From an optimization exercise on the open Yosys and OpenROAD flow, aimed at small area, a short achievable clock period and few clock cycles; shortcuts taken in it are not production practice.
Where RTL was checked, it was by simulation tests only, not by an equivalence proof against the original.
Only the layout flow was run in runs 4 and 6; the RTL was not checked for function there.
Power and IR drop assume default switching activity.

**flow/design.v**
```verilog
module ex_stage (
  input  logic        clk,
  input  logic        rst,
  input  logic [31:0] i_inst,
  input  logic [2:0]  i_alusel,
  input  logic [4:0]  i_aluop,
  input  logic [31:0] i_srcLeft,
  input  logic [31:0] i_srcRight,
  input  logic [1:0]  i_memop,
  input  logic [4:0]  i_dest,
  input  logic        i_writeEnable,
  input  logic        i_flush,
  output logic [31:0] o_result,
  output logic [1:0]  o_memop,
  output logic [31:0] o_memAddr,
  output logic [31:0] o_storeData,
  output logic [4:0]  o_dest,
  output logic        o_writeEnable,
  output logic        o_overflow,
  output logic        o_stallReq
);
  localparam logic [2:0] SEL_SPECIAL = 3'd0, SEL_LOGIC = 3'd1, SEL_ARITH = 3'd2,
                         SEL_MULDIV  = 3'd3, SEL_MEMACC = 3'd4;
  logic [31:0] A, B;
  logic [31:0] hi, lo;
  assign A = i_srcLeft;
  assign B = i_srcRight;
  function automatic logic [5:0] bitlen(input logic [31:0] x);
    logic [5:0] n;
    n = 6'd0;
    for (int i = 0; i < 32; i++) if (x[i]) n = i + 1;
    bitlen = n;
  endfunction
  function automatic logic [31:0] rev32(input logic [31:0] x);
    for (int i = 0; i < 32; i++) rev32[i] = x[31 - i];
  endfunction
  logic [31:0] r0_q, r1_q, x_q;
  logic [32:0] m_q;
  logic [5:0]  cnt_q;
  logic [2:0]  dg_q;
  logic        busy_q, swap_q, div_q, sgn_q, xs_q, negq_q, dom_q, sub_q;
  logic        kill, is_md, uses_hl, stall, retire, md_start, mthi, mtlo;
  assign kill     = rst | i_flush;
  assign is_md    = (i_alusel == SEL_MULDIV) && (i_aluop[4:2] == 3'd0);
  assign uses_hl  = is_md || ((i_alusel == SEL_SPECIAL) && (i_aluop != 5'd0) && (i_aluop <= 5'd4));
  assign stall    = !kill && busy_q && uses_hl;
  assign retire   = !kill && !stall;
  assign md_start = retire && is_md;
  assign mthi     = retire && (i_alusel == SEL_SPECIAL) && (i_aluop == 5'd3);
  assign mtlo     = retire && (i_alusel == SEL_SPECIAL) && (i_aluop == 5'd4);
  logic        sgn, an, bn, op_div, swp, dz, qz, mneg;
  logic [31:0] ta, tb, msel, sh_out;
  logic [5:0]  lza, lzb, bl, na, lbd, s_div, bl2;
  logic        mlow;
  assign op_div  = i_aluop[1];
  assign sgn     = !i_aluop[0];
  assign an      = sgn && A[31];
  assign bn      = sgn && B[31];
  assign ta      = A ^ {32{an}};
  assign tb      = B ^ {32{bn}};
  assign lza     = bitlen(ta);
  assign lzb     = bitlen(tb);
  assign swp     = lza < lzb;
  assign bl      = swp ? lza : lzb;
  assign msel    = swp ? A : B;
  assign mneg    = swp ? an : bn;
  assign bl2     = bl - 6'd2;
  assign mlow    = (bl == 6'd1) ? 1'b0 : msel[bl2[4:0]];
  assign na      = lza + {5'd0, an};         
  assign lbd     = (lzb == 6'd0) ? {5'd0, bn} : lzb;   
  assign dz      = (lzb == 6'd0) && !bn;     
  assign qz      = na < lbd;                 
  assign s_div   = na - lbd;
  assign sh_out  = B << s_div[4:0];
  logic        last, neg, two, zero, c, accept;
  logic [34:0] base, addv;
  logic [33:0] add_a, add_b, add_s;
  logic        add_c;
  logic [30:0] r0_id;
  logic        r0_down;
  logic [3:0]  tq0, tq1;
  logic [31:0] r0_mul0, r0_mul1, r0_mul, r0_div;
  logic [4:0]  nj;
  logic        qbit;
  assign last = (cnt_q == 6'd1);
  assign neg  = dg_q[2] && !(dg_q[1] && dg_q[0]);
  assign two  = (dg_q == 3'b100) || (dg_q == 3'b011);
  assign zero = (dg_q == 3'b000) || (dg_q == 3'b111);
  assign base = zero ? 35'd0 : (two ? {xs_q, xs_q, x_q, 1'b0} : {xs_q, xs_q, xs_q, x_q});
  assign addv = base ^ {35{neg}};
  always_comb begin
    if (div_q) begin
      add_a = {{2{sgn_q && r1_q[31]}}, r1_q};
      add_b = {m_q[32], m_q} ^ {34{sub_q}};
      add_c = sub_q;
    end else begin
      add_a = {2'b00, r1_q[29:0], 2'b00};
      add_b = {2'b00, addv[31:0]};
      add_c = neg;
    end
  end
  assign add_s  = add_a + add_b + {33'd0, add_c};
  assign c      = add_s[32];
  assign accept = dom_q ? (add_s[33] || (add_s == 34'd0)) : !add_s[33];
  assign r0_down = !div_q && tq0[3];
  assign r0_id   = r0_q[30:0] + {{30{r0_down}}, 1'b1};
  function automatic logic [31:0] r0_add(input logic [3:0] t, input logic [29:0] r,
                                         input logic [29:0] rid);
    r0_add = (t[3:2] == 2'b00) ? {r, t[1:0]} : {rid, t[1:0]};
  endfunction
  assign tq0     = {2'b00, r1_q[31:30]} + {addv[34], addv[34:32]};
  assign tq1     = tq0 + 4'd1;
  assign r0_mul0 = r0_add(tq0, r0_q[29:0], r0_id[29:0]);
  assign r0_mul1 = r0_add(tq1, r0_q[29:0], r0_id[29:0]);
  assign r0_mul  = c ? r0_mul1 : r0_mul0;
  assign qbit   = accept ^ negq_q;
  assign r0_div = (last && negq_q) ? (qbit ? {r0_id, 1'b0} : {r0_q[30:0], 1'b1})
                                   : {r0_q[30:0], qbit};
  assign nj = cnt_q[4:0] - 5'd2;
  always_ff @(posedge clk) begin
    if (rst) begin
      r0_q   <= '0;
      r1_q   <= '0;
      swap_q <= 1'b0;
      busy_q <= 1'b0;
    end else if (busy_q) begin
      cnt_q <= cnt_q - 6'd1;
      dg_q  <= {dg_q[0], m_q[{nj, 1'b1}], m_q[{nj, 1'b0}]};
      if (div_q) begin
        r0_q <= r0_div;
        if (accept) r1_q <= add_s[31:0];
        m_q  <= {m_q[32], m_q[32:1]};
      end else begin
        r0_q <= r0_mul;
        r1_q <= add_s[31:0];
      end
      if (last) busy_q <= 1'b0;
    end else if (md_start) begin
      div_q  <= op_div;
      sgn_q  <= sgn;
      x_q    <= swp ? B : A;
      xs_q   <= swp ? bn : an;
      negq_q <= an ^ bn;
      dom_q  <= an;
      sub_q  <= an == bn;
      m_q    <= op_div ? {bn, sh_out} : {msel, 1'b0};
      dg_q   <= bl[0] ? {mneg, !mneg, mlow} : {mneg, mneg, !mneg};
      swap_q <= op_div;
      r1_q   <= op_div ? A : 32'd0;
      r0_q   <= {32{op_div && (dz || ((an ^ bn) && !qz))}};
      if (op_div) begin
        cnt_q  <= s_div + 6'd1;
        busy_q <= !dz && !qz;
      end else begin
        cnt_q  <= (bl + 6'd2) >> 1;
        busy_q <= !((lza == 6'd0 && !an) || (lzb == 6'd0 && !bn));
      end
    end else begin
      if (mthi) begin
        if (swap_q) r1_q <= A; else r0_q <= A;
      end
      if (mtlo) begin
        if (swap_q) r0_q <= A; else r1_q <= A;
      end
    end
  end
  assign hi = swap_q ? r1_q : r0_q;
  assign lo = swap_q ? r0_q : r1_q;
  function automatic logic [32:0] sk_carry(input logic [31:0] g, input logic [31:0] p,
                                           input logic cin);
    logic [31:0] gg, pp;
    gg = g;
    pp = p;
    gg[0] = g[0] | (p[0] & cin);
    for (int d = 1; d < 32; d = d * 2)
      for (int i = 0; i < 32; i++)
        if ((i / d) % 2 == 1) begin
          gg[i] = gg[i] | (pp[i] & gg[(i / d) * d - 1]);
          pp[i] = pp[i] & pp[(i / d) * d - 1];
        end
    sk_carry = {gg, cin};    
  endfunction
  logic [31:0] imm, nb, pa, pd, pm, mem_addr, sh_in, sh_r, sh_res, res, ar_p, ar_c;
  logic [32:0] ca, cd, cm;
  logic        add_ovf, sub_ovf, n31, slt, sltu, left, fill;
  logic [63:0] sh_full;
  assign imm      = {{16{i_inst[15]}}, i_inst[15:0]};
  assign nb       = ~B;
  assign pa       = A ^ B;
  assign pd       = A ^ nb;
  assign pm       = A ^ imm;
  assign ca       = sk_carry(A & B, pa, 1'b0);
  assign cd       = sk_carry(A & nb, pd, 1'b1);
  assign cm       = sk_carry(A & imm, pm, 1'b0);
  assign mem_addr = pm ^ cm[31:0];
  assign add_ovf  = (A[31] ~^ B[31]) & (A[31] ^ ca[31]);
  assign n31      = B[31] ^ (|B[30:0]);
  assign sub_ovf  = (A[31] ~^ n31) & (B[31] ~^ cd[31]);
  assign sltu     = !cd[32];
  assign slt      = !cd[32] ^ A[31] ^ B[31];
  assign left    = (i_aluop[1:0] == 2'd0);
  assign fill    = i_aluop[1] && A[31];
  assign sh_in   = left ? rev32(A) : A;
  assign sh_full = {{32{fill}}, sh_in} >> B[4:0];
  assign sh_r    = sh_full[31:0];
  assign sh_res  = left ? rev32(sh_r) : sh_r;
  logic live, is_sp, is_lg, is_ar, is_mem;
  logic s_hi, s_lo, s_and, s_or, s_xor, s_nor, s_sh, s_add, s_sub, s_slt, s_sltu, s_mem;
  logic we_base, ovf;
  assign live   = !kill;
  assign is_sp  = i_alusel == SEL_SPECIAL;
  assign is_lg  = i_alusel == SEL_LOGIC;
  assign is_ar  = i_alusel == SEL_ARITH;
  assign is_mem = i_alusel == SEL_MEMACC;
  assign s_hi   = live && is_sp && (i_aluop == 5'd1);
  assign s_lo   = live && is_sp && (i_aluop == 5'd2);
  assign s_and  = live && is_lg && (i_aluop == 5'd0);
  assign s_or   = live && is_lg && (i_aluop == 5'd1);
  assign s_xor  = live && is_lg && (i_aluop == 5'd2);
  assign s_nor  = live && is_lg && (i_aluop == 5'd3);
  assign s_sh   = live && is_lg && (i_aluop >= 5'd4) && (i_aluop <= 5'd6);
  assign s_add  = live && is_ar && (i_aluop == 5'd0);
  assign s_sub  = live && is_ar && (i_aluop == 5'd1);
  assign s_slt  = live && is_ar && (i_aluop == 5'd2);
  assign s_sltu = live && is_ar && (i_aluop == 5'd3);
  assign s_mem  = live && is_mem;
  assign ar_p = ({32{s_add}} & pa) | ({32{s_sub}} & pd) | ({32{s_mem}} & pm);
  assign ar_c = ({32{s_add}} & ca[31:0]) | ({32{s_sub}} & cd[31:0]) | ({32{s_mem}} & cm[31:0]);
  assign res = ({32{s_and}} & (A & B)) | ({32{s_or}} & (A | B)) | ({32{s_xor}} & pa)
             | ({32{s_nor}} & ~(A | B)) | ({32{s_hi}} & hi) | ({32{s_lo}} & lo)
             | ({32{s_sh}} & sh_res) | (ar_p ^ ar_c)
             | {31'd0, (s_slt & slt) | (s_sltu & sltu)};
  always_comb begin
    we_base = 1'b0;
    case (i_alusel)
      SEL_SPECIAL: we_base = (i_aluop == 5'd0) ? i_writeEnable : ((i_aluop == 5'd1) || (i_aluop == 5'd2));
      SEL_LOGIC:   we_base = (i_aluop <= 5'd6) && i_writeEnable;
      SEL_ARITH:   we_base = (i_aluop <= 5'd3) && i_writeEnable;
      SEL_MEMACC:  we_base = i_writeEnable;
      default:     we_base = 1'b0;
    endcase
  end
  assign ovf = (s_add & add_ovf) | (s_sub & sub_ovf);
  assign o_result      = res;
  assign o_memop       = i_memop & {2{live}};
  assign o_memAddr     = mem_addr & {32{live}};
  assign o_storeData   = i_srcRight & {32{live}};
  assign o_dest        = i_dest & {5{live}};
  assign o_writeEnable = live && we_base && !stall && !ovf;
  assign o_overflow    = ovf;
  assign o_stallReq    = stall;
endmodule
```
**flow/run.sh**
```bash
#!/bin/bash
# synth_recipe.tcl (not shown) runs the flow's synth.tcl, then flattens the netlist and writes it again
# the make line also repeats each setting of config.mk as NAME=value (left out here)
make -C /OpenROAD-flow-scripts/flow DESIGN_CONFIG=/design/flow/config.mk WORK_HOME=/design/flow/orfs CLKGATE_MAP_FILE= SYNTH_SCRIPT=/design/flow/synth_recipe.tcl finish
```
**flow/config.mk**
```make
export PLATFORM = sky130hd
export DESIGN_NAME = ex_stage
export DESIGN_NICKNAME = ex_stage
export VERILOG_FILES = /design/flow/design.v
export SDC_FILE = /design/flow/constraint.sdc
export NUM_CORES = 4
export LEC_CHECK = 0
export ABC_AREA = 0
export CAP_MARGIN = 20
export CORE_MARGIN = 2
export CORE_UTILIZATION = 40
export SETUP_SLACK_MARGIN = 1.9
export SLEW_MARGIN = 20
```
**flow/constraint.sdc**
```tcl
create_clock -name core_clock -period 9.0 [get_ports {clk}]
set_input_delay 1.8000 -clock core_clock [delete_from_list [all_inputs] [get_ports {clk}]]
set_output_delay 1.8000 -clock core_clock [all_outputs]
set_load 0.01 [all_outputs]
```
==> summary.txt, run 1 <==
Outcome
  – Outcome: timing/DRC/antenna clean

Logic synthesis
  – Async S/R FF share, synth: 0
  – Post-synth EDFFs: 80
  – Post-synthesis adder-cell area fraction: 0.102
  – Syn Nets: 4,197
  – Main flop type after synthesis: edfxtp_1
  – Largest family of logic cells by synthesized area: compound AO/OA/AOI/OAI gates
  – Post-Synthesis Cell Area: 0.0278 mm^2
  – Mux cell area share after synthesis: 0.122
  – Synth Area in Compound Gates: 0.331
  – Commonest cells post-synth: 455 x nor2_1, 395 x a21oi_1, 332 x nand2_1, 273 x o21ai_0, 242 x clkbuf_1
  – Synth Area in XOR/XNOR: 0.0567
  – Top-count cell post-synth: nor2_1
  – Sequential element share of the synthesized area: 0.134
  – Area fraction of the dominant cell type after synthesis: 0.0949
  – Cells after synthesis: 3,861
  – Yosys reg bits: 146
  – Ys Warns: 1
  – Yosys cell types: 95
  – Simple-gate share of the synthesized area: 0.189
  – Synthesized area per cell: 7.20 um^2
  – Largest area contributor in the synthesized netlist: ha_1
  – Top post-synthesis cells by area: ha_1 9.5%, edfxtp_1 8.6%, a21oi_1 7.1%

Worst setup path
  – Crit Path Max Fanout: 4
  – CP arrival: 5.38 ns
  – CP endpoint kind: output port
  – Startpoint types: primary input
  – R2r setup slk: 2.30 ns
  – WP data required: 7.20 ns
  – CP Class: in -> out

Clock network
  – Total CTS buffers: 17
  – Clk buf depth: 2
  – CTS Hold Bufs: 0
  – Num Clock Sinks: 146
  – Root Buffer Master: clkbuf_16
  – CTS tree: built
  – Clock-pin slew on the worst setup and hold paths: 0.06 ns
  – Number of H-tree levels: 4
  – Worst skew pair latency: 0.48 ns

Run
  – Max-cap violations: 0

Floorplan
  – Number of I/O pins: 221
  – Die Width: 268 um
  – Initial Utilization: 0.405
  – # rows: 96
  – Die area: 0.0717 mm^2
  – Core Region: 0.0687 mm^2
  – Die Y: 268 um

Timing
  – Worst Max-Slew Pin Slew: 1.05 ns
  – RSZ-0062 raised after global routing: yes
  – Fmax achieved: 139 MHz
  – WHS: 0.559 ns
  – Setup_tns: 0 ns
  – Fin crit share: 0.798
  – Final hold vios: 0
  – Tmin final: 7.18 ns
  – Final setup viols: 0
  – Relative slew margins: 0.298
  – Clk_skew: 0.0102 ns
  – Final slew viol count: 0

Detailed routing
  – Routed wire per std cell: 28.6 um
  – Initial DRC Count: 4,100
  – DRC: 0
  – Final WL: 142,000 um
  – Detailed-router iteration count before antenna repair: 7
  – Via count: 32.9k
  – Antenna Nets Post-Route: 0
  – DR vias/cell: 6.61

Power and ir drop
  – Leak Pwr: 13.4 nW
  – P per Cell Area: 99.5 mW/mm^2
  – Max VDD drop: 0.000136 V

Placement
  – I/O Buffers: 204
  – Final GP Congestion: 1.07
  – # placed instances: 4,854
  – DP HPWL: 108,000 um

Global route
  – Overall routing resource usage: 0.387
  – Pin count of the biggest net entering global routing: 86
  – First-pass GRT wire length: 204,000 um
  – Vias in the first global route: 29.5k
  – Grt ovf: 0
  – Initial antenna violation count: 5

Finish
  – Non-Filler Instances: 4,972
  – Area Growth Syn to Fin: 21.6%
  – Layout cells sized above 1: 0.167
  – Nets@finish: 4,356
  – Reg area: 0.00373 mm^2
  – Area of the multi-input gates: 0.0236 mm^2
  – Fill count: 6,982
  – Final Util: 0.492

Min path
  – Worst hold path class: reg -> reg
[stage by stage]
step	instance area (um^2)	setup WS, ns	power (mW)
6_report	33800	1.82	3.37
5_1_grt	33800	1.75	3.50
4_1_cts	33100	1.79	3.26
3_5_place_dp	31200	0.462	2.41
3_3_place_gp	31200	0.372	2.41
2_1_floorplan	27800	1.92	1.81
[per-layer routing]
metal / track usage / share of wire
met5: 0 / 0.00022
met4: 0.251 / 0.074
met3: 0.109 / 0.12
met2: 0.548 / 0.40
met1: 0.511 / 0.40
[cell usage in the layout, fill, tap and decap left out, types with 40 or more instances in the layout]
master / count
a211oi_1: 54
a21o_1: 57
a21oi_1: 361
a221oi_1: 67
a22oi_1: 63
and2_1: 41
buf_4: 216
clkdlybuf4s50_1: 116
dfxtp_1: 64
edfxtp_1: 80
ha_1: 178
inv_1: 94
mux2_2: 70
mux2i_1: 175
nand2_1: 331
nand3_1: 70
nor2_1: 442
nor3_1: 60
o211ai_1: 44
o21a_1: 40
o21ai_0: 259
xnor2_1: 144
[report_power, final]
group	switching [mW]	internal, mW	total, mW
combinational	1.17	0.704	1.88
clock	0.321	0.437	0.758
sequential	0.00436	0.727	0.732
[worst max-delay path, stage by stage]
cell       delay, ns
buf_6           0.10
ha_4            0.16
fa_2            0.40
a21o_1          0.20
a21oi_2         0.16
buf_4           0.15
o21a_4          0.14
o21ai_2         0.07
a21o_1          0.24
o21ai_4         0.24
a21oi_4         0.10
a221o_1         0.39
a21oi_2         0.21
buf_4           0.14
nor2_2          0.04
a221oi_2        0.22
xnor2_1         0.18
o2111ai_2       0.21
buf_2           0.21
[kinds of logic (layout without fill, tap and decap cells)]
logic type,after synthesis,count (layout)
xor+xnor,180,180
buf+inv,462,630
mux,288,288
compound gates,1390,1390
other cells,0,8
simple gates,1174,1178
flops,146,146
fa+ha+maj,221,221
[final timing paths]
path	endpoint	from	depth (start not counted)
setup / recovery	o_result[30]	i_srcLeft[0]	19
hold / removal	r1_q[26]	r1_q[26]	1
setup reg to reg	r0_q[31]	dg_q[2]	23
hold reg to reg	r1_q[26]	r1_q[26]	1
[final cells by class]
| class | instances | area share |
|---|---|---|
| repair buffers | 461 | 0.124 |
| flip-flops and latches | 146 | 0.110 |
| well taps | 931 | 0.0344 |
| clock inverters | 15 | 0.00522 |
| inverters | 137 | 0.0165 |
| clock buffers | 17 | 0.0126 |
| diodes | 8 | 0.000592 |
| multi-input cells | 3257 | 0.696 |
[timing repair]
item | CTS | global route
cloned | 3 | 1
pin swaps | 57 | 42
buffers inserted | 48 | 24
resized for setup | 359 | 166
setup endpoints to repair | 105 | 83
[sequential cells by signal (all words and copies together) (netlist names), 3 cells and up]
name,flops
m_q,33
dg_q,3
r1_q,32
r0_q,32
cnt_q,6
x_q,32
Testbench counts, summed over its fixed seeds: cycles 7,336.
==> run 2, diff against run 1 <==
--- a/flow/config.mk
+++ b/flow/config.mk
@@ -10,4 +10,6 @@
 export CORE_MARGIN = 2
 export CORE_UTILIZATION = 40
+export CTS_BUF_LIST = sky130_fd_sc_hd__clkbuf_8
+export CTS_CLUSTER_SIZE = 30
 export SETUP_SLACK_MARGIN = 1.9
 export SLEW_MARGIN = 20
==> run 2 against run 1 <==
Combinational power about the same. Non-clock buffer count down 3. Clock power down 24%. Area after synthesis unchanged. Still clean on timing, DRC and antenna. Sequential share of layout area up 0.063 points. Critical path depth unchanged. Setup slack worse by 0.021 ns. Critical endpoint unchanged. Register-to-register slack about the same. Highest routed layer unchanged. Synthesized cell count unchanged. Power down 5.3%. Hold slack worse by 0.00085 ns.
==> summary.txt, run 2 <==
Worst setup path
  – WP data required: 7.20 ns
  – Critical-path cell list: buf_6 > ha_4 > fa_2 > a21o_1 > a21oi_2 > buf_4 > o21a_4 > o21ai_2 > a21o_1 > o21ai_4 > a21oi_4 > a221o_1 > a21oi_2 > buf_4 > nor2_2 > a221oi_2 > xnor2_1 > o2111ai_2 > buf_2
  – Crit path from: i_srcLeft[0]
  – Worst path depth: 19
  – CP Class: in -> out
  – CP peak stage delay: 0.41 ns
  – R2R depth: 24
  – CP delay by family, top: compound AO/OA/AOI/OAI gates
  – CP endpoint kind: output port
  – Crit Path Max Fanout: 4
  – R2R Path Start: dg_q[2]
  – CP arrival: 5.40 ns
  – Critical path buffer and inverter count: 4
  – Startpoint types: primary input
  – Slowest-stage cell, CP: a221o_1

Timing
  – RSZ-0062 raised after global routing: yes
  – Post-route setup slack: 1.80 ns
  – Relative slew margins: 0.292
  – Final setup viols: 0
  – Fin crit share: 0.800
  – Setup_tns: 0 ns
  – Final hold vios: 0
  – Fmax achieved: 139 MHz
  – Tmin final: 7.20 ns
  – Clk_skew: 0.0161 ns
  – Final slew viol count: 0
  – Worst Max-Slew Pin Slew: 1.06 ns

Placement
  – I/O Buffers: 204
  – Final GP Congestion: 1.07
  – Setup WS pre-CTS: 0.462 ns
  – DP HPWL: 108,000 um

Logic synthesis
  – Mux cell area share after synthesis: 0.122
  – Async S/R FF share, synth: 0
  – Commonest cells post-synth: 455 x nor2_1, 395 x a21oi_1, 332 x nand2_1, 273 x o21ai_0, 242 x clkbuf_1
  – Synthesized area per cell: 7.20 um^2
  – Area fraction of the dominant cell type after synthesis: 0.0949
  – Syn Nets: 4,197
  – Synth Area in Compound Gates: 0.331
  – Yosys cell types: 95
  – Post-synth EDFFs: 80
  – Ys Warns: 1
  – Cells after synthesis: 3,861
  – Top post-synthesis cells by area: ha_1 9.5%, edfxtp_1 8.6%, a21oi_1 7.1%
  – Sequential element share of the synthesized area: 0.134
  – Largest area contributor in the synthesized netlist: ha_1
  – Post-synthesis adder-cell area fraction: 0.102
  – Largest family of logic cells by synthesized area: compound AO/OA/AOI/OAI gates
  – Main flop type after synthesis: edfxtp_1
  – Top-count cell post-synth: nor2_1
  – Yosys reg bits: 146
  – Post-Synthesis Cell Area: 0.0278 mm^2
  – Simple-gate share of the synthesized area: 0.189
  – Synth Area in XOR/XNOR: 0.0567

Power and ir drop
  – Clock power share: 0.180
  – Leak Pwr: 13.3 nW
  – Switching share of power: 0.464
  – Max VDD drop: 0.000107 V
  – Psw: 1.48 mW
  – Cell-internal power: 1.71 mW
  – Combinational share of power: 0.591
  – Seq pwr share: 0.229
  – P per Cell Area: 94.8 mW/mm^2

Clock network
  – Root Buffer Master: clkbuf_8
  – Num Clock Sinks: 146
  – Number of H-tree levels: 4
  – CTS Hold Bufs: 0
  – Clk buf depth: 2
  – CTS tree: built
  – Total CTS buffers: 17
  – Worst skew pair latency: 0.55 ns
  – Clock-pin slew on the worst setup and hold paths: 0.08 ns

Global route
  – Initial antenna violation count: 5
  – Vias in the first global route: 29.5k
  – Grt ovf: 0
  – Pin count of the biggest net entering global routing: 86
  – Overall routing resource usage: 0.386
  – First-pass GRT wire length: 203,000 um

Min path
  – Hold path depth: 1
  – Hold Path Origin: r1_q[26]
  – Worst hold path class: reg -> reg

Finish
  – Commonest non-fill, non-tap cell in the layout: nor2_1
  – Most frequent cells in the layout: 440 x nor2_1, 361 x a21oi_1, 331 x nand2_1, 259 x o21ai_0, 211 x buf_4
  – Reg with most FFs: m_q
  – Area Growth Syn to Fin: 20.9%
  – Nets@finish: 4,353
  – Max reg flops: 33
  – Layout cells sized above 1: 0.167
  – Final Util: 0.489

Detailed routing
  – Via count: 32.7k
  – DR vias/cell: 6.58
  – Antenna Nets Post-Route: 0
  – Routed wire per std cell: 28.7 um
  – Initial DRC Count: 4,425
  – Final WL: 143,000 um
  – Detailed-router iteration count before antenna repair: 8
  – DRC: 0

Floorplan
  – Die Width: 268 um
  – Die area: 0.0717 mm^2
  – Number of I/O pins: 221
  – Initial Utilization: 0.405
  – Core Region: 0.0687 mm^2
  – Die Y: 268 um
  – # rows: 96

Outcome
  – Outcome: timing/DRC/antenna clean

Run
  – Max-cap violations: 0
-- run 2: final timing paths --
check	endpoint	slack, ns
setup / recovery	o_result[30]	1.80
hold / removal	r1_q[26]	0.56
setup reg to reg	r0_q[31]	2.29
hold reg to reg	r1_q[26]	0.56
-- run 2: area by class of cell --
type / count / area, um^2
Fill cell: 6991 / 35100
Multi-Input combinational cell: 3257 / 23600
Timing Repair Buffer: 458 / 4180
Sequential cell: 146 / 3730
Tap cell: 931 / 1160
Inverter: 137 / 558
Clock buffer: 17 / 234
Clock inverter: 15 / 176
Antenna cell: 6 / 15.0
-- run 2: cells by family after synthesis --
group                    count (synthesis)
multiplexers                           288
buffers and inverters                  462
AND/OR/NAND/NOR                       1174
AO/OA/AOI/OAI                         1390
XOR/XNOR                               180
flip-flops                             146
adder cells (fa/ha/maj)                221
-- run 2: stage by stage --
stage / std cells / cell area [um^2] / power (mW) / hold slack, ns
floorplan: 3861 / 27800 / 1.81 / 0.475
global placement: 4854 / 31200 / 2.41 / 0.530
detailed placement: 4854 / 31200 / 2.41 / 0.538
CTS: 4934 / 32900 / 3.06 / 0.552
global route: 4963 / 33600 / 3.32 / 0.576
finish: 4967 / 33600 / 3.19 / 0.558
-- run 2: routing by layer --
layer | wire, um | up-vias | share of wire | global-route usage
li1 | - | 14800 | - | -
met1 | 57500 | 15400 | 0.40 | 0.505
met2 | 56700 | 2112 | 0.40 | 0.546
met3 | 17400 | 435 | 0.12 | 0.118
met4 | 11100 | 2 | 0.077 | 0.252
met5 | 16 | - | 0.00011 | 0
-- run 2: power groups by stage --
stage | Clock, mW | Sequential [mW] | Combinational [mW]
finish | 0.573 | 0.731 | 1.88
global route | 0.602 | 0.731 | 1.99
CTS | 0.578 | 0.730 | 1.75
detailed placement | 0 | 0.746 | 1.66
global placement | 0 | 0.746 | 1.66
floorplan | 0 | 0.743 | 1.07
-- run 2: timing repair --
| action | in CTS | in global routing |
|---|---|---|
| gates cloned | 3 | 1 |
| resized for setup | 356 | 178 |
| buffers inserted | 45 | 25 |
| pin swaps | 57 | 46 |
| endpoints found under the setup margin | 91 | 95 |
-- run 2: worst reg2reg max path, stage by stage (launching register included) --
cell and delay [ns]:
edfxtp_1 0.87, nor2_1 0.42, buf_4 0.32, nand2_1 0.10, o221ai_1 0.16, ha_1 0.27, a21oi_1 0.36, xnor2_1 0.21
nand2b_1 0.13, inv_1 0.48, ha_1 0.37, a211oi_1 0.42, o211ai_1 0.23, nand4_1 0.19, a31o_2 0.20, o21ai_0 0.16
o41ai_1 0.34, buf_4 0.21, a21oi_1 0.10, o21ai_0 0.25, o21ai_0 0.16, xor2_1 0.19, mux2i_1 0.15, o221ai_1 0.11
o21bai_1 0.18
==> run 3, diff against run 2 <==
--- a/flow/config.mk
+++ b/flow/config.mk
@@ -10,6 +10,4 @@
 export CORE_MARGIN = 2
 export CORE_UTILIZATION = 40
-export CTS_BUF_LIST = sky130_fd_sc_hd__clkbuf_8
-export CTS_CLUSTER_SIZE = 30
-export SETUP_SLACK_MARGIN = 1.9
+export SETUP_SLACK_MARGIN = 2.0
 export SLEW_MARGIN = 20
==> run 3 against run 2 <==
Clock skew grew 0.0012 ns. Setup slack gained 0.0091 ns. Highest routed layer unchanged. Synthesized cell count is the same. Final area grew 2.0%. Clock power grew 34%. Sequential share of layout area shrank 0.22 points. Power grew 7.3%. Flip-flop and latch count is the same. Critical path depth is the same.
==> summary.txt, run 3 <==
Timing
  – RSZ-0062 raised after global routing: yes
  – WHS: 0.560 ns
  – Relative slew margins: 0.225
  – Final slew viol count: 0
  – Setup_tns: 0 ns
  – Fmax achieved: 139 MHz
  – Fin crit share: 0.799
  – Clk_skew: 0.0173 ns
  – Worst Max-Slew Pin Slew: 1.16 ns
  – Final setup viols: 0
  – Tmin final: 7.19 ns
  – Final hold vios: 0

Detailed routing
  – DRC: 0
  – Via count: 33.0k
  – Initial DRC Count: 4,161
  – Antenna Nets Post-Route: 0
  – Final WL: 142,000 um
  – Routed wire per std cell: 28.4 um
  – Detailed-router iteration count before antenna repair: 6
  – DR vias/cell: 6.61

Floorplan
  – Number of I/O pins: 221
  – Die Y: 268 um
  – Die Width: 268 um
  – Initial Utilization: 0.405
  – Core Region: 0.0687 mm^2
  – # rows: 96
  – Die area: 0.0717 mm^2

Logic synthesis
  – Yosys cell types: 95
  – Yosys reg bits: 146
  – Area fraction of the dominant cell type after synthesis: 0.0949
  – Main flop type after synthesis: edfxtp_1
  – Commonest cells post-synth: 455 x nor2_1, 395 x a21oi_1, 332 x nand2_1, 273 x o21ai_0, 242 x clkbuf_1
  – Sequential element share of the synthesized area: 0.134
  – Synth Area in Compound Gates: 0.331
  – Synth Area in XOR/XNOR: 0.0567
  – Synthesized area per cell: 7.20 um^2
  – Mux cell area share after synthesis: 0.122
  – Post-synthesis adder-cell area fraction: 0.102
  – Cells after synthesis: 3,861
  – Simple-gate share of the synthesized area: 0.189
  – Async S/R FF share, synth: 0
  – Post-synth EDFFs: 80
  – Largest area contributor in the synthesized netlist: ha_1
  – Top-count cell post-synth: nor2_1
  – Post-Synthesis Cell Area: 0.0278 mm^2
  – Top post-synthesis cells by area: ha_1 9.5%, edfxtp_1 8.6%, a21oi_1 7.1%
  – Syn Nets: 4,197
  – Largest family of logic cells by synthesized area: compound AO/OA/AOI/OAI gates
  – Ys Warns: 1

Finish
  – Nets@finish: 4,385
  – Max reg flops: 33
  – Area Growth Syn to Fin: 23.4%
  – Post-route cell area: 0.0343 mm^2
  – Layout cells sized above 1: 0.180
  – Final Util: 0.499
  – Most frequent cells in the layout: 440 x nor2_1, 349 x a21oi_1, 331 x nand2_1, 256 x o21ai_0, 231 x buf_4
  – Reg with most FFs: m_q
  – Fill count: 6,942
  – Non-Filler Instances: 4,999
  – Commonest non-fill, non-tap cell in the layout: nor2_1

Worst setup path
  – Top cell by count, worst path: a21o_1
  – R2R Path Start: dg_q[2]
  – CP arrival: 5.39 ns
  – Crit path from: i_srcRight[14]
  – Critical-path cell list: buf_6 > buf_8 > ha_4 > a21o_1 > a21o_1 > a2111oi_4 > buf_4 > nand4_1 > o21ai_4 > o311ai_4 > a211o_1 > a21o_1 > a21oi_2 > buf_4 > o21bai_1 > a221oi_2 > xnor2_1 > o2111ai_2 > buf_2
  – Startpoint types: primary input
  – Crit Path Max Fanout: 2
  – CP peak stage delay: 0.31 ns
  – Slowest-stage cell, CP: a211o_1
  – CP endpoint kind: output port
  – WP data required: 7.20 ns
  – CP Class: in -> out

Clock network
  – CTS tree: built
  – CTS Hold Bufs: 0
  – Clk buf depth: 2
  – Total CTS buffers: 17
  – Worst skew pair latency: 0.49 ns
  – Num Clock Sinks: 146
  – Number of H-tree levels: 4
  – Clock-pin slew on the worst setup and hold paths: 0.06 ns
  – Root Buffer Master: clkbuf_16

Global route
  – First-pass GRT wire length: 204,000 um
  – Grt ovf: 0
  – Initial antenna violation count: 6
  – Vias in the first global route: 30.0k
  – Pin count of the biggest net entering global routing: 96
  – Overall routing resource usage: 0.386

Placement
  – Placed cell areas: 0.0312 mm^2
  – I/O Buffers: 204
  – # placed instances: 4,851
  – Final GP Congestion: 1.06
  – DP HPWL: 108,000 um

Min path
  – Hold Path Origin: r1_q[26]
  – Worst hold path class: reg -> reg

Power and ir drop
  – P per Cell Area: 99.7 mW/mm^2
  – Leak Pwr: 13.5 nW
  – Max VDD drop: 0.000133 V

Run
  – Max-cap violations: 0

Outcome
  – Outcome: timing/DRC/antenna clean
## run 3: cell type report
cell class,count,area (um^2),share of cell area
diodes,6,15.0,0.000438
clock buffers,17,425,0.0124
clock inverters,15,186,0.00543
inverters,137,574,0.0167
multi-input cells,3256,23700,0.691
flip-flops and latches,146,3730,0.109
well taps,931,1160,0.0339
repair buffers,491,4510,0.131
## run 3: power by group
group / switching [mW] / internal [mW] / total (mW)
clock: 0.366 / 0.399 / 0.765
combinational: 1.19 / 0.738 / 1.92
sequential: 0.00414 / 0.727 / 0.731
total: 1.56 / 1.86 / 3.42
## run 3: final timing paths
kind,endpoint,cells past startpoint,slack [ns]
max,o_result[30],19,1.81
min,r1_q[26],1,0.56
max reg2reg,r0_q[25],19,2.53
min reg2reg,r1_q[26],1,0.56
## run 3: stage by stage
| step | power (mW) | setup WS (ns) |
|---|---|---|
| 2_1_floorplan | 1.81 | 2.03 |
| 3_3_place_gp | 2.43 | 0.486 |
| 3_5_place_dp | 2.44 | 0.484 |
| 4_1_cts | 3.31 | 1.88 |
| 5_1_grt | 3.56 | 1.76 |
| 6_report | 3.42 | 1.81 |
## run 3: what timing repair did
item                       in CTS  in global routing
setup endpoints to repair     114                 59
pin swaps                      72                 60
gates resized for setup       473                131
cloned                          4                  0
buffers inserted               77                 28
## run 3: critical path: cells and delay by family
| family | cells | cell delay (ns) |
|---|---|---|
| simple gates | 1 | 0.15 |
| xor+xnor | 1 | 0.17 |
| fa+ha+maj | 1 | 0.15 |
| buf+inv | 5 | 0.76 |
| compound gates | 11 | 2.35 |
## run 3: routing by layer
layer  up-vias  part of all wire  global-route usage
met5         -           0.00034                   0
met4         6             0.079               0.256
met3       431              0.12              0.0872
met2      2164              0.40               0.548
met1     15600              0.40               0.522
li1      14800                 -                   -
## run 3: logic make-up (layout without fill, tap and decap cells)
| group | after synthesis | in the layout |
|---|---|---|
| flops | 146 | 146 |
| xor+xnor | 180 | 180 |
| mux | 288 | 288 |
| simple gates | 1174 | 1177 |
| fa+ha+maj | 221 | 221 |
| other cells | 0 | 6 |
| buf+inv | 462 | 660 |
| compound gates | 1390 | 1390 |
==> run 4, diff against run 3 <==
--- a/flow/design.v
+++ b/flow/design.v
@@ -23,5 +23,4 @@
                          SEL_MULDIV  = 3'd3, SEL_MEMACC = 3'd4;
   logic [31:0] A, B;
-  logic [31:0] hi, lo;
   assign A = i_srcLeft;
   assign B = i_srcRight;
@@ -165,6 +164,4 @@
     end
   end
-  assign hi = swap_q ? r1_q : r0_q;
-  assign lo = swap_q ? r0_q : r1_q;
   function automatic logic [32:0] sk_carry(input logic [31:0] g, input logic [31:0] p,
                                            input logic cin);
@@ -206,5 +203,5 @@
   assign sh_res  = left ? rev32(sh_r) : sh_r;
   logic live, is_sp, is_lg, is_ar, is_mem;
-  logic s_hi, s_lo, s_and, s_or, s_xor, s_nor, s_sh, s_add, s_sub, s_slt, s_sltu, s_mem;
+  logic s_r0, s_r1, s_and, s_or, s_xor, s_nor, s_sh, s_add, s_sub, s_slt, s_sltu, s_mem;
   logic we_base, ovf;
   assign live   = !kill;
@@ -213,6 +210,6 @@
   assign is_ar  = i_alusel == SEL_ARITH;
   assign is_mem = i_alusel == SEL_MEMACC;
-  assign s_hi   = live && is_sp && (i_aluop == 5'd1);
-  assign s_lo   = live && is_sp && (i_aluop == 5'd2);
+  assign s_r0   = live && is_sp && (swap_q ? (i_aluop == 5'd2) : (i_aluop == 5'd1));
+  assign s_r1   = live && is_sp && (swap_q ? (i_aluop == 5'd1) : (i_aluop == 5'd2));
   assign s_and  = live && is_lg && (i_aluop == 5'd0);
   assign s_or   = live && is_lg && (i_aluop == 5'd1);
@@ -228,5 +225,5 @@
   assign ar_c = ({32{s_add}} & ca[31:0]) | ({32{s_sub}} & cd[31:0]) | ({32{s_mem}} & cm[31:0]);
   assign res = ({32{s_and}} & (A & B)) | ({32{s_or}} & (A | B)) | ({32{s_xor}} & pa)
-             | ({32{s_nor}} & ~(A | B)) | ({32{s_hi}} & hi) | ({32{s_lo}} & lo)
+             | ({32{s_nor}} & ~(A | B)) | ({32{s_r0}} & r0_q) | ({32{s_r1}} & r1_q)
              | ({32{s_sh}} & sh_res) | (ar_p ^ ar_c)
              | {31'd0, (s_slt & slt) | (s_sltu & sltu)};
--- a/flow/config.mk
+++ b/flow/config.mk
@@ -10,4 +10,4 @@
 export CORE_MARGIN = 2
 export CORE_UTILIZATION = 40
-export SETUP_SLACK_MARGIN = 2.0
+export SETUP_SLACK_MARGIN = 1.9
 export SLEW_MARGIN = 20
==> run 4 against run 3 <==
Critical path depth decreased by 4. Die area decreased by 1.5%. Critical path type unchanged. Critical endpoint is now o_result[31]. Combinational power increased by 7%. Power increased by 3.1%. Clock skew decreased by 0.0065 ns. Wire length increased by 8.4%.
==> summary.txt, run 4 <==
Outcome
  – Outcome: timing/DRC/antenna clean

Clock network
  – Number of H-tree levels: 4
  – Total CTS buffers: 17
  – Clock-pin slew on the worst setup and hold paths: 0.06 ns
  – CTS Hold Bufs: 0
  – Clk buf depth: 2
  – Worst skew pair latency: 0.45 ns
  – CTS tree: built
  – Root Buffer Master: clkbuf_16
  – Num Clock Sinks: 146

Worst setup path
  – CP endpoint kind: output port
  – CP Class: in -> out
  – Startpoint types: primary input
  – WP data required: 7.20 ns
  – Crit Path Max Fanout: 6
  – CP arrival: 5.59 ns

Run
  – Max-cap violations: 0

Finish
  – Layout cells sized above 1: 0.174
  – Nets@finish: 4,355
  – Reg with most FFs: m_q
  – Area Growth Syn to Fin: 22.7%
  – Max reg flops: 33
  – Commonest non-fill, non-tap cell in the layout: nor2_1
  – Most frequent cells in the layout: 452 x nor2_1, 364 x nand2_1, 316 x a21oi_1, 271 x o21ai_0, 251 x buf_4

Detailed routing
  – DRC: 0
  – Detailed-router iteration count before antenna repair: 7
  – Initial DRC Count: 4,376
  – Final WL: 154,000 um
  – DR vias/cell: 6.70
  – Routed wire per std cell: 31.4 um
  – Antenna Nets Post-Route: 0
  – Via count: 32.9k

Logic synthesis
  – Synthesized area per cell: 7.16 um^2
  – Main flop type after synthesis: edfxtp_1
  – Sequential element share of the synthesized area: 0.136
  – Syn Nets: 4,163
  – Post-Synthesis Cell Area: 0.0274 mm^2
  – Yosys reg bits: 146
  – Top-count cell post-synth: nor2_1
  – Cells after synthesis: 3,827
  – Ys Warns: 1
  – Area fraction of the dominant cell type after synthesis: 0.0964
  – Top post-synthesis cells by area: ha_1 9.6%, edfxtp_1 8.8%, mux2i_1 7.6%
  – Post-synth EDFFs: 80
  – Largest area contributor in the synthesized netlist: ha_1
  – Yosys cell types: 93
  – Async S/R FF share, synth: 0
  – Commonest cells post-synth: 464 x nor2_1, 369 x nand2_1, 348 x a21oi_1, 296 x o21ai_0, 258 x clkbuf_1

Global route
  – Grt ovf: 0
  – First-pass GRT wire length: 216,000 um
  – Overall routing resource usage: 0.421
  – Pin count of the biggest net entering global routing: 86
  – Initial antenna violation count: 13
  – Vias in the first global route: 29.6k

Timing
  – Worst Max-Slew Pin Slew: 1.24 ns
  – Final slew viol count: 0
  – Relative slew margins: 0.163
  – Final setup viols: 0
  – Tmin final: 7.39 ns
  – Final hold vios: 0
  – Fin crit share: 0.821
  – WHS: 0.516 ns
  – RSZ-0062 raised after global routing: yes
  – Fmax achieved: 135 MHz
  – Setup_tns: 0 ns
  – Clk_skew: 0.0108 ns

Power and ir drop
  – Psw: 1.60 mW
  – Leak Pwr: 13.6 nW
  – Cell-internal power: 1.93 mW
  – Clock power share: 0.210
  – P per Cell Area: 105 mW/mm^2
  – Combinational share of power: 0.583
  – Seq pwr share: 0.208
  – Tot Pwr: 3.53 mW
  – Max VDD drop: 0.000139 V
  – Switching share of power: 0.454

Floorplan
  – Number of I/O pins: 221
  – Die area: 0.0706 mm^2
  – Core Region: 0.0675 mm^2
  – Initial Utilization: 0.406
  – # rows: 95
  – Die Y: 266 um
  – Die Width: 266 um

Placement
  – Final GP Congestion: 1.07
  – I/O Buffers: 204
  – DP HPWL: 118,000 um

Min path
  – Worst hold path class: reg -> reg
-- run 4: final timing paths --
kind,start,end,slack [ns],cells after the start
max,i_srcRight[27],o_result[31],1.61,15
min,r1_q[3],r1_q[3],0.52,1
max reg2reg,dg_q[2],r0_q[26],2.22,22
min reg2reg,r1_q[3],r1_q[3],0.52,1
-- run 4: layout make-up --
class,count,area (um^2)
diodes,6,15.0
repair buffers,496,4480
clock buffers,18,429
flip-flops and latches,146,3720
multi-input cells,3206,23000
inverters,151,637
clock inverters,14,163
well taps,873,1090
fillers,6772,33900
repair inverters,1,5.00
-- run 4: metal layers --
| metal | track usage | vias to the layer above | share of wire |
|---|---|---|---|
| met3 | 0.105 | 497 | 0.12 |
| met5 | 0 | - | 0.00033 |
| met2 | 0.606 | 2290 | 0.40 |
| met4 | 0.269 | 8 | 0.079 |
| li1 | - | 14500 | - |
| met1 | 0.559 | 15600 | 0.40 |
-- run 4: timing repair --
| item | CTS | global route |
|---|---|---|
| resized for setup | 434 | 163 |
| buffers inserted | 61 | 36 |
| endpoints found under the setup margin | 109 | 129 |
| pin swaps | 72 | 55 |
| cloned | 3 | 0 |
-- run 4: logic make-up (layout without fill, tap and decap cells) --
logic type,after synthesis,after routing,share of synthesized area
flip-flops,146,146,0.136
multiplexers,295,295,0.127
XOR/XNOR,180,180,0.0583
adder cells (fa/ha/maj),221,221,0.104
AO/OA/AOI/OAI,1287,1287,0.308
AND/OR/NAND/NOR,1223,1223,0.199
other,0,6,0
buffers and inverters,475,680,0.0678
-- run 4: worst max-delay path: stages --
cell             delay, ns
clkdlybuf4s50_1       0.88
buf_4                 0.38
inv_1                 0.32
ha_1                  0.52
nand2b_1              0.12
a21oi_1               0.07
nor2_1                0.17
a21oi_4               0.09
o21ba_4               0.23
buf_4                 0.13
buf_6                 0.12
o221ai_1              0.29
nor3_2                0.09
a21oi_2               0.19
buf_2                 0.17
-- run 4: stage by stage --
| step | instances | util | setup WS, ns | area, um^2 |
|---|---|---|---|---|
| 2_1_floorplan | 3827 | - | 1.86 | 27500 |
| 3_3_place_gp | 4773 | 0.456 | 0.237 | 30800 |
| 3_5_place_dp | 4773 | 0.456 | 0.227 | 30800 |
| 4_1_cts | 4869 | 0.486 | 1.72 | 32800 |
| 5_1_grt | 4905 | 0.497 | 1.59 | 33600 |
| 6_report | 4911 | 0.497 | 1.61 | 33600 |
-- run 4: power by group through the flow --
stage / clock network [mW] / logic [mW] / registers (mW)
after floorplan: 0 / 1.10 / 0.744
after detailed placement: 0 / 1.79 / 0.747
after global routing: 0.768 / 2.15 / 0.732
final: 0.739 / 2.06 / 0.732
after CTS: 0.741 / 1.90 / 0.732
after global placement: 0 / 1.79 / 0.747
==> run 5, diff against run 4 <==
--- a/flow/design.v
+++ b/flow/design.v
@@ -23,4 +23,5 @@
                          SEL_MULDIV  = 3'd3, SEL_MEMACC = 3'd4;
   logic [31:0] A, B;
+  logic [31:0] hi, lo;
   assign A = i_srcLeft;
   assign B = i_srcRight;
@@ -33,4 +34,27 @@
   function automatic logic [31:0] rev32(input logic [31:0] x);
     for (int i = 0; i < 32; i++) rev32[i] = x[31 - i];
+  endfunction
+  function automatic logic [33:0] sk_add34(input logic [33:0] a, input logic [33:0] b,
+                                           input logic cin);
+    logic [33:0] p, gg, pp;
+    p  = a ^ b;
+    gg = a & b;
+    pp = p;
+    gg[0] = gg[0] | (p[0] & cin);
+    for (int d = 1; d < 34; d = d * 2)
+      for (int i = 0; i < 34; i++)
+        if ((i / d) % 2 == 1) begin
+          gg[i] = gg[i] | (pp[i] & gg[(i / d) * d - 1]);
+          pp[i] = pp[i] & pp[(i / d) * d - 1];
+        end
+    sk_add34 = p ^ {gg[32:0], cin};
+  endfunction
+  function automatic logic [30:0] incdec31(input logic [30:0] r, input logic down);
+    logic [30:0] pp;
+    pp = r ^ {31{down}};
+    for (int d = 1; d < 31; d = d * 2)
+      for (int i = 0; i < 31; i++)
+        if ((i / d) % 2 == 1) pp[i] = pp[i] & pp[(i / d) * d - 1];
+    incdec31 = r ^ {pp[29:0], 1'b1};
   endfunction
   logic [31:0] r0_q, r1_q, x_q;
@@ -99,9 +123,9 @@
     end
   end
-  assign add_s  = add_a + add_b + {33'd0, add_c};
+  assign add_s  = sk_add34(add_a, add_b, add_c);
   assign c      = add_s[32];
   assign accept = dom_q ? (add_s[33] || (add_s == 34'd0)) : !add_s[33];
   assign r0_down = !div_q && tq0[3];
-  assign r0_id   = r0_q[30:0] + {{30{r0_down}}, 1'b1};
+  assign r0_id   = incdec31(r0_q[30:0], r0_down);
   function automatic logic [31:0] r0_add(input logic [3:0] t, input logic [29:0] r,
                                          input logic [29:0] rid);
@@ -164,4 +188,6 @@
     end
   end
+  assign hi = swap_q ? r1_q : r0_q;
+  assign lo = swap_q ? r0_q : r1_q;
   function automatic logic [32:0] sk_carry(input logic [31:0] g, input logic [31:0] p,
                                            input logic cin);
@@ -203,5 +229,5 @@
   assign sh_res  = left ? rev32(sh_r) : sh_r;
   logic live, is_sp, is_lg, is_ar, is_mem;
-  logic s_r0, s_r1, s_and, s_or, s_xor, s_nor, s_sh, s_add, s_sub, s_slt, s_sltu, s_mem;
+  logic s_hi, s_lo, s_and, s_or, s_xor, s_nor, s_sh, s_add, s_sub, s_slt, s_sltu, s_mem;
   logic we_base, ovf;
   assign live   = !kill;
@@ -210,6 +236,6 @@
   assign is_ar  = i_alusel == SEL_ARITH;
   assign is_mem = i_alusel == SEL_MEMACC;
-  assign s_r0   = live && is_sp && (swap_q ? (i_aluop == 5'd2) : (i_aluop == 5'd1));
-  assign s_r1   = live && is_sp && (swap_q ? (i_aluop == 5'd1) : (i_aluop == 5'd2));
+  assign s_hi   = live && is_sp && (i_aluop == 5'd1);
+  assign s_lo   = live && is_sp && (i_aluop == 5'd2);
   assign s_and  = live && is_lg && (i_aluop == 5'd0);
   assign s_or   = live && is_lg && (i_aluop == 5'd1);
@@ -225,5 +251,5 @@
   assign ar_c = ({32{s_add}} & ca[31:0]) | ({32{s_sub}} & cd[31:0]) | ({32{s_mem}} & cm[31:0]);
   assign res = ({32{s_and}} & (A & B)) | ({32{s_or}} & (A | B)) | ({32{s_xor}} & pa)
-             | ({32{s_nor}} & ~(A | B)) | ({32{s_r0}} & r0_q) | ({32{s_r1}} & r1_q)
+             | ({32{s_nor}} & ~(A | B)) | ({32{s_hi}} & hi) | ({32{s_lo}} & lo)
              | ({32{s_sh}} & sh_res) | (ar_p ^ ar_c)
              | {31'd0, (s_slt & slt) | (s_sltu & sltu)};
==> run 5 against run 4 <==
Power is 0.17% higher. Sequential share of layout area down 0.070 points. Utilization is 1.8 points higher. Critical path depth is 2 higher. First-iteration DRC count up 7.3%. Hold slack gained 0.049 ns. Highest routed layer unchanged. Non-clock buffer count increased by 111. Flip-flop and latch count unchanged.
==> summary.txt, run 5 <==
Worst setup path
  – CP endpoint kind: output port
  – Crit Path Max Fanout: 13
  – Startpoint types: primary input
  – CP arrival: 5.97 ns
  – WP data required: 7.20 ns
  – R2R depth: 32
  – CP Class: in -> out

Clock network
  – Clock-pin slew on the worst setup and hold paths: 0.07 ns
  – Worst skew pair latency: 0.46 ns
  – Clk buf depth: 2
  – Num Clock Sinks: 146
  – CTS Hold Bufs: 0
  – Root Buffer Master: clkbuf_16
  – Total CTS buffers: 17
  – Number of H-tree levels: 4
  – CTS tree: built

Logic synthesis
  – Async S/R FF share, synth: 0
  – Yosys cell types: 94
  – Main flop type after synthesis: edfxtp_1
  – Top-count cell post-synth: nand2_1
  – Commonest cells post-synth: 429 x nand2_1, 388 x nor2_1, 344 x o21ai_0, 299 x a21oi_1, 273 x clkbuf_1
  – Top post-synthesis cells by area: edfxtp_1 9.1%, ha_1 8.5%, o21ai_0 6.5%
  – Synthesized area per cell: 7.09 um^2
  – Syn Nets: 4,037
  – Ys Warns: 1
  – Yosys reg bits: 146
  – Largest area contributor in the synthesized netlist: edfxtp_1
  – Area fraction of the dominant cell type after synthesis: 0.0909
  – Cells after synthesis: 3,727
  – Sequential element share of the synthesized area: 0.141
  – Post-Synthesis Cell Area: 0.0264 mm^2
  – Post-synth EDFFs: 80

Min path
  – Worst hold path class: reg -> reg
  – Hold path depth: 2

Finish
  – Commonest non-fill, non-tap cell in the layout: nand2_1
  – Layout cells sized above 1: 0.224
  – Most frequent cells in the layout: 423 x nand2_1, 367 x nor2_1, 330 x buf_4, 292 x o21ai_0, 261 x a21oi_1
  – Max reg flops: 33
  – Area Growth Syn to Fin: 27.8%
  – Reg with most FFs: m_q
  – Nets@finish: 4,326

Power and ir drop
  – Max VDD drop: 0.000130 V
  – P per Cell Area: 105 mW/mm^2
  – Psw: 1.59 mW
  – Leak Pwr: 13.3 nW
  – Clock power share: 0.207
  – Seq pwr share: 0.207
  – Combinational share of power: 0.586
  – Cell-internal power: 1.94 mW
  – Switching share of power: 0.451

Floorplan
  – Die Width: 261 um
  – Number of I/O pins: 221
  – Die area: 0.0682 mm^2
  – Core Region: 0.0656 mm^2
  – Die Y: 261 um
  – Initial Utilization: 0.403
  – # rows: 94

Timing
  – Final slew viol count: 0
  – Fin crit share: 0.864
  – Final setup viols: 0
  – Relative slew margins: 0.170
  – RSZ-0062 raised after global routing: yes
  – Clk_skew: 0.0171 ns
  – Final hold vios: 0
  – WHS: 0.565 ns
  – Setup_tns: 0 ns
  – Fmax achieved: 129 MHz
  – Worst Max-Slew Pin Slew: 1.23 ns
  – Tmin final: 7.77 ns

Global route
  – First-pass GRT wire length: 199,000 um
  – Vias in the first global route: 29.1k
  – Pin count of the biggest net entering global routing: 138
  – Overall routing resource usage: 0.395
  – Initial antenna violation count: 15
  – Grt ovf: 0

Detailed routing
  – Via count: 32.4k
  – Initial DRC Count: 4,694
  – Detailed-router iteration count before antenna repair: 8
  – DRC: 0
  – Routed wire per std cell: 28.8 um
  – Antenna Nets Post-Route: 0
  – DR vias/cell: 6.60
  – Final WL: 141,000 um

Placement
  – DP HPWL: 103,000 um
  – Final GP Congestion: 1.05
  – I/O Buffers: 204

Run
  – Max-cap violations: 0

Outcome
  – Outcome: timing/DRC/antenna clean
==> run 5: power groups by stage <==
stage	clock network (mW)	registers (mW)	logic, mW
floorplan	0	0.743	1.07
global placement	0	0.745	1.68
detailed placement	0	0.745	1.68
CTS	0.737	0.730	1.84
global route	0.755	0.730	2.17
finish	0.732	0.730	2.07
==> run 5: path summary, 6_finish.rpt <==
check	slack, ns	from	end
max	1.23	i_srcLeft[17]	o_result[31]
max reg2reg	2.21	dg_q[1]	r0_q[30]
min reg2reg	0.57	r1_q[6]	r1_q[6]
min	0.57	r1_q[6]	r1_q[6]
==> run 5: metal layers <==
layer  vias to the layer above  global-route usage  wire (um)
met5                         -                   0         74
met1                     15100               0.498      52900
met3                       621               0.122      18300
met4                        10               0.262      11600
met2                      2329               0.579      58200
li1                      14300                   -          -
==> run 5: cell type report <==
type / count / area, um^2
flip-flops and latches: 146 / 3720
well taps: 864 / 1080
fillers: 6489 / 31800
multi-input cells: 3100 / 22500
diodes: 6 / 15.0
repair buffers: 607 / 5330
clock buffers: 17 / 425
clock inverters: 15 / 160
inverters: 144 / 583
==> run 5: cell families after synthesis <==
group           after synthesis  synth area share
mux                         257             0.120
xor+xnor                    200            0.0663
compound gates             1226             0.301
simple gates               1216             0.204
flops                       146             0.141
buf+inv                     487            0.0713
fa+ha+maj                   195            0.0965
==> run 5: metrics by stage <==
step	util	area, um^2	cells	setup WS [ns]	total power, mW
after floorplan	-	26600	3727	1.69	1.82
after global placement	0.458	30100	4670	0.157	2.42
after detailed placement	0.458	30100	4670	0.155	2.42
after CTS	0.496	32600	4816	1.19	3.31
after global routing	0.515	33800	4894	1.13	3.66
final	0.515	33800	4899	1.23	3.53
==> run 5: critical path, cell delays in order <==
cell and delay (ns):
clkdlybuf4s50_1 0.57, buf_4 0.36, ha_1 0.38, a211o_1 0.30
or2_2 0.30, o211ai_1 0.30, buf_4 0.17, a211oi_2 0.05
a211oi_2 0.31, o21bai_2 0.15, a21o_1 0.21, a21o_1 0.21
a22oi_2 0.21, o21ai_1 0.11, a221oi_2 0.25, o21ai_2 0.12
buf_2 0.16
==> run 5: what timing repair did <==
action / 4_1_cts / 5_1_grt
endpoints found under the setup margin: 158 / 137
resized for setup: 460 / 209
pin swaps: 115 / 104
cloned: 5 / 4
buffers inserted: 109 / 73
Testbench counts of run 5, summed over its fixed seeds: cycles 7,336.
==> run 6, diff against run 5 <==
--- a/flow/design.v
+++ b/flow/design.v
@@ -35,25 +35,36 @@
     for (int i = 0; i < 32; i++) rev32[i] = x[31 - i];
   endfunction
-  function automatic logic [33:0] sk_add34(input logic [33:0] a, input logic [33:0] b,
+  function automatic logic [33:0] bk_add34(input logic [33:0] a, input logic [33:0] b,
                                            input logic cin);
-    logic [33:0] p, gg, pp;
+    logic [33:0] g, p, gg, pp;
     p  = a ^ b;
-    gg = a & b;
+    g  = a & b;
+    gg = g;
     pp = p;
-    gg[0] = gg[0] | (p[0] & cin);
+    gg[0] = g[0] | (p[0] & cin);
     for (int d = 1; d < 34; d = d * 2)
       for (int i = 0; i < 34; i++)
-        if ((i / d) % 2 == 1) begin
-          gg[i] = gg[i] | (pp[i] & gg[(i / d) * d - 1]);
-          pp[i] = pp[i] & pp[(i / d) * d - 1];
+        if (((i + 1) % (2 * d)) == 0) begin
+          gg[i] = gg[i] | (pp[i] & gg[i - d]);
+          pp[i] = pp[i] & pp[i - d];
         end
-    sk_add34 = p ^ {gg[32:0], cin};
+    for (int d = 16; d >= 1; d = d / 2)
+      for (int i = 0; i < 34; i++)
+        if ((((i + 1) % (2 * d)) == d) && (i > d)) begin
+          gg[i] = gg[i] | (pp[i] & gg[i - d]);
+          pp[i] = pp[i] & pp[i - d];
+        end
+    bk_add34 = p ^ {gg[32:0], cin};
   endfunction
   function automatic logic [30:0] incdec31(input logic [30:0] r, input logic down);
-    logic [30:0] pp;
-    pp = r ^ {31{down}};
+    logic [30:0] t, pp;
+    t  = r ^ {31{down}};
+    pp = t;
     for (int d = 1; d < 31; d = d * 2)
       for (int i = 0; i < 31; i++)
-        if ((i / d) % 2 == 1) pp[i] = pp[i] & pp[(i / d) * d - 1];
+        if (((i + 1) % (2 * d)) == 0) pp[i] = pp[i] & pp[i - d];
+    for (int d = 16; d >= 1; d = d / 2)
+      for (int i = 0; i < 31; i++)
+        if ((((i + 1) % (2 * d)) == d) && (i > d)) pp[i] = pp[i] & pp[i - d];
     incdec31 = r ^ {pp[29:0], 1'b1};
   endfunction
@@ -123,5 +134,5 @@
     end
   end
-  assign add_s  = sk_add34(add_a, add_b, add_c);
+  assign add_s  = bk_add34(add_a, add_b, add_c);
   assign c      = add_s[32];
   assign accept = dom_q ? (add_s[33] || (add_s == 34'd0)) : !add_s[33];
==> run 6 against run 5 <==
Still clean on timing, DRC and antenna. Cell count is 1.7% lower. Non-clock buffer count is 47 lower. Power is 1.7% lower. Sequential share of layout area hardly changed. Maximum frequency is 2.7% higher. Utilization is 0.11 points higher. Clock power is 2% lower. Via count is 0.87% lower. Setup slack better by 0.20 ns. Clock skew is 0.0029 ns higher. Hold slack worse by 0.0068 ns.
==> summary.txt, run 6 <==
Worst setup path
  – Critical-path cell list: buf_8 > buf_12 > ha_4 > a21o_1 > a2111o_1 > a211oi_4 > o41ai_4 > o31a_1 > a221o_1 > a211oi_2 > o21bai_2 > o31ai_4 > buf_6 > o21ai_4 > xnor2_2 > o32ai_2 > buf_4 > nor2_4 > buf_6
  – Crit Path Max Fanout: 3
  – CP Class: in -> out
  – Slowest-stage cell, CP: a2111o_1
  – CP peak stage delay: 0.49 ns
  – Top cell by count, worst path: buf_6
  – Startpoint types: primary input
  – WP data required: 7.20 ns
  – CP endpoint kind: output port
  – CP arrival: 5.77 ns

Finish
  – Post-route cell area: 0.0338 mm^2
  – Max reg flops: 33
  – Nets@finish: 4,254
  – Reg with most FFs: m_q
  – Most frequent cells in the layout: 434 x nand2_1, 399 x nor2_1, 299 x buf_4, 246 x a21oi_1, 226 x o21ai_0
  – Layout cells sized above 1: 0.232
  – Fill count: 6,493
  – Non-Filler Instances: 4,817
  – Commonest non-fill, non-tap cell in the layout: nand2_1
  – Area Growth Syn to Fin: 28.3%
  – Reg area: 0.00373 mm^2
  – Area of the multi-input gates: 0.0228 mm^2

Power and ir drop
  – Switching share of power: 0.465
  – Psw: 1.62 mW
  – Combinational share of power: 0.583
  – Clock power share: 0.207
  – Seq pwr share: 0.210
  – Cell-internal power: 1.86 mW
  – Max VDD drop: 0.000108 V
  – Leak Pwr: 13.7 nW
  – P per Cell Area: 103 mW/mm^2

Timing
  – Fmax achieved: 132 MHz
  – Worst Max-Slew Pin Slew: 1.31 ns
  – Setup_tns: 0 ns
  – RSZ-0062 raised after global routing: yes
  – Final hold vios: 0
  – Clk_skew: 0.0200 ns
  – Fin crit share: 0.842
  – Final setup viols: 0
  – Final slew viol count: 0
  – Relative slew margins: 0.116
  – Tmin final: 7.57 ns

Global route
  – Pin count of the biggest net entering global routing: 73
  – Vias in the first global route: 28.6k
  – Global routing usage on met3: 0.109
  – First-pass GRT wire length: 201,000 um
  – Most Crowded Layer GR: met2
  – Overall routing resource usage: 0.403
  – Routing usage on met2: 0.580
  – GR Util met1: 0.543
  – Grt ovf: 0
  – Initial antenna violation count: 10

Floorplan
  – # rows: 94
  – Die Y: 260 um
  – Core Region: 0.0654 mm^2
  – Number of I/O pins: 221
  – Die Width: 260 um
  – Initial Utilization: 0.402
  – Die area: 0.0678 mm^2

Clock network
  – CTS Hold Bufs: 0
  – Worst skew pair latency: 0.46 ns
  – Clk buf depth: 2
  – CTS tree: built
  – Root Buffer Master: clkbuf_16
  – Total CTS buffers: 17
  – Number of H-tree levels: 4
  – Num Clock Sinks: 146
  – Clock-pin slew on the worst setup and hold paths: 0.07 ns

Detailed routing
  – DR vias/cell: 6.66
  – Final WL: 144,000 um
  – Via count: 32.1k
  – Initial DRC Count: 4,659
  – Detailed-router iteration count before antenna repair: 8
  – Antenna Nets Post-Route: 0
  – Routed wire per std cell: 29.8 um
  – DRC: 0

Logic synthesis
  – Ys Warns: 1
  – Sequential element share of the synthesized area: 0.142
  – Top-count cell post-synth: nand2_1
  – Cells after synthesis: 3,676
  – Post-synth EDFFs: 80
  – Synthesized area per cell: 7.16 um^2
  – Main flop type after synthesis: edfxtp_1
  – Top post-synthesis cells by area: edfxtp_1 9.1%, ha_1 8.6%, nand2_1 6.4%
  – Post-Synthesis Cell Area: 0.0263 mm^2
  – Syn Nets: 3,997
  – Area fraction of the dominant cell type after synthesis: 0.0913
  – Yosys cell types: 99
  – Yosys reg bits: 146
  – Async S/R FF share, synth: 0
  – Largest area contributor in the synthesized netlist: edfxtp_1
  – Commonest cells post-synth: 448 x nand2_1, 430 x nor2_1, 307 x a21oi_1, 258 x o21ai_0, 257 x clkbuf_1

Placement
  – I/O Buffers: 204
  – Final GP Congestion: 1.06
  – Placed cell areas: 0.0300 mm^2
  – # placed instances: 4,626
  – DP HPWL: 106,000 um

Run
  – Max-cap violations: 0

Min path
  – Worst hold path class: reg -> reg

Outcome
  – Outcome: timing/DRC/antenna clean
==> run 6: per-stage QoR <==
step           setup slack, ns  hold slack, ns  total power, mW   util
2_1_floorplan             1.78           0.486             1.83      -
3_3_place_gp             0.365           0.537             2.49  0.458
3_5_place_dp             0.353           0.550             2.49  0.458
4_1_cts                   1.47           0.560             3.29  0.492
5_1_grt                   1.30           0.580             3.60  0.516
6_report                  1.43           0.558             3.47  0.516
==> run 6: worst max-delay path: cells and delay by family <==
kind / cells / cell delay, ns
AOI/OAI and AO/OA: 11 / 2.89
xor gates and xnor gates: 1 / 0.15
adders and majority gates: 1 / 0.15
buffers and inverters: 5 / 0.70
and+or+nand+nor: 1 / 0.06
==> run 6: final cells by class <==
cell class / count / share of cell area
tap: 864 / 0.0320
clock buffer: 18 / 0.0127
multi-input combinational: 3081 / 0.676
inverter: 127 / 0.0158
clock inverter: 14 / 0.00415
timing repair buffer: 560 / 0.149
sequential: 146 / 0.110
antenna: 7 / 0.000519
==> run 6: final timing paths <==
path	endpoint	slack, ns	start	depth (start not counted)
worst max-delay path	o_writeEnable	1.43	i_srcLeft[0]	19
worst min-delay path	r1_q[27]	0.56	r1_q[27]	2
worst max register to register	r0_q[31]	1.65	dg_q[0]	33
worst min register to register	r1_q[27]	0.56	r1_q[27]	2
==> run 6: power groups by stage <==
stage	Combinational (mW)	Clock (mW)	Sequential, mW
floorplan	1.09	0	0.743
global placement	1.74	0	0.746
detailed placement	1.74	0	0.746
CTS	1.84	0.721	0.731
global route	2.12	0.749	0.731
finish	2.02	0.719	0.731
==> run 6: timing repair <==
item	4_1_cts	5_1_grt
pin swaps	86	143
setup endpoints to repair	151	127
gates resized for setup	394	326
gates cloned	3	6
setup buffers	86	57
==> run 6: per-layer routing <==
| layer | wire, um | part of all wire | up-vias |
|---|---|---|---|
| li1 | - | - | 14000 |
| met1 | 56600 | 0.39 | 15300 |
| met2 | 58100 | 0.41 | 2319 |
| met3 | 18700 | 0.13 | 520 |
| met4 | 10100 | 0.070 | 6 |
| met5 | 43 | 0.00030 | - |
==> run 6: cell families (layout without fill, tap and decap cells) <==
kind of cell | after synthesis | in the layout | synth area share
AOI/OAI and AO/OA | 1156 | 1159 | 0.287
xor gates and xnor gates | 205 | 205 | 0.0683
adders and majority gates | 206 | 206 | 0.105
buffers and inverters | 453 | 719 | 0.0665
DFF | 146 | 146 | 0.142
muxes | 243 | 243 | 0.117
other | 0 | 7 | 0
and+or+nand+nor | 1267 | 1268 | 0.214

-- what the ideal ports hide --
No port has a modelled driver above. Below, the same layouts with a new extraction and two added sets of constraints.
Step 1 (the two cells are an assumption about what drives the block):
set clk [get_ports {clk}]
set_driving_cell -lib_cell sky130_fd_sc_hd__clkbuf_16 $clk
set_driving_cell -lib_cell sky130_fd_sc_hd__buf_2 [delete_from_list [all_inputs] $clk]
Step 2 also shifts input and output timing later by t, the mid clock arrival at the registers, as if the neighbouring blocks saw the same clock.
a / b / c = ideal ports / drivers / drivers and shift; a / b = the first two.
| run | t (ns) | slack for setup (ns) | clock arrival spread, ns | worst slew at a driven data input, ns |
|---|---|---|---|---|
| run 1 | 0.543 | 1.819 / 1.786 / 1.503 | 0.010 / 0.010 | 0.09 |
| run 2 | 0.605 | 1.799 / 1.765 / 1.300 | 0.016 / 0.016 | 0.08 |
| run 3 | 0.544 | 1.808 / 1.758 / 1.508 | 0.017 / 0.017 | 0.08 |
| run 4 | 0.498 | 1.609 / 1.586 / 1.473 | 0.011 / 0.012 | 0.15 |
| run 5 | 0.504 | 1.226 / 1.194 / 1.194 | 0.017 / 0.017 | 0.08 |
| run 6 | 0.496 | 1.426 / 1.376 / 1.376 | 0.020 / 0.020 | 0.06 |
After both steps every run listed still meets setup and hold. For run 2, which loses most, drivers alone change the setup slack by -0.034 ns; drivers and shift together by -0.499 ns.
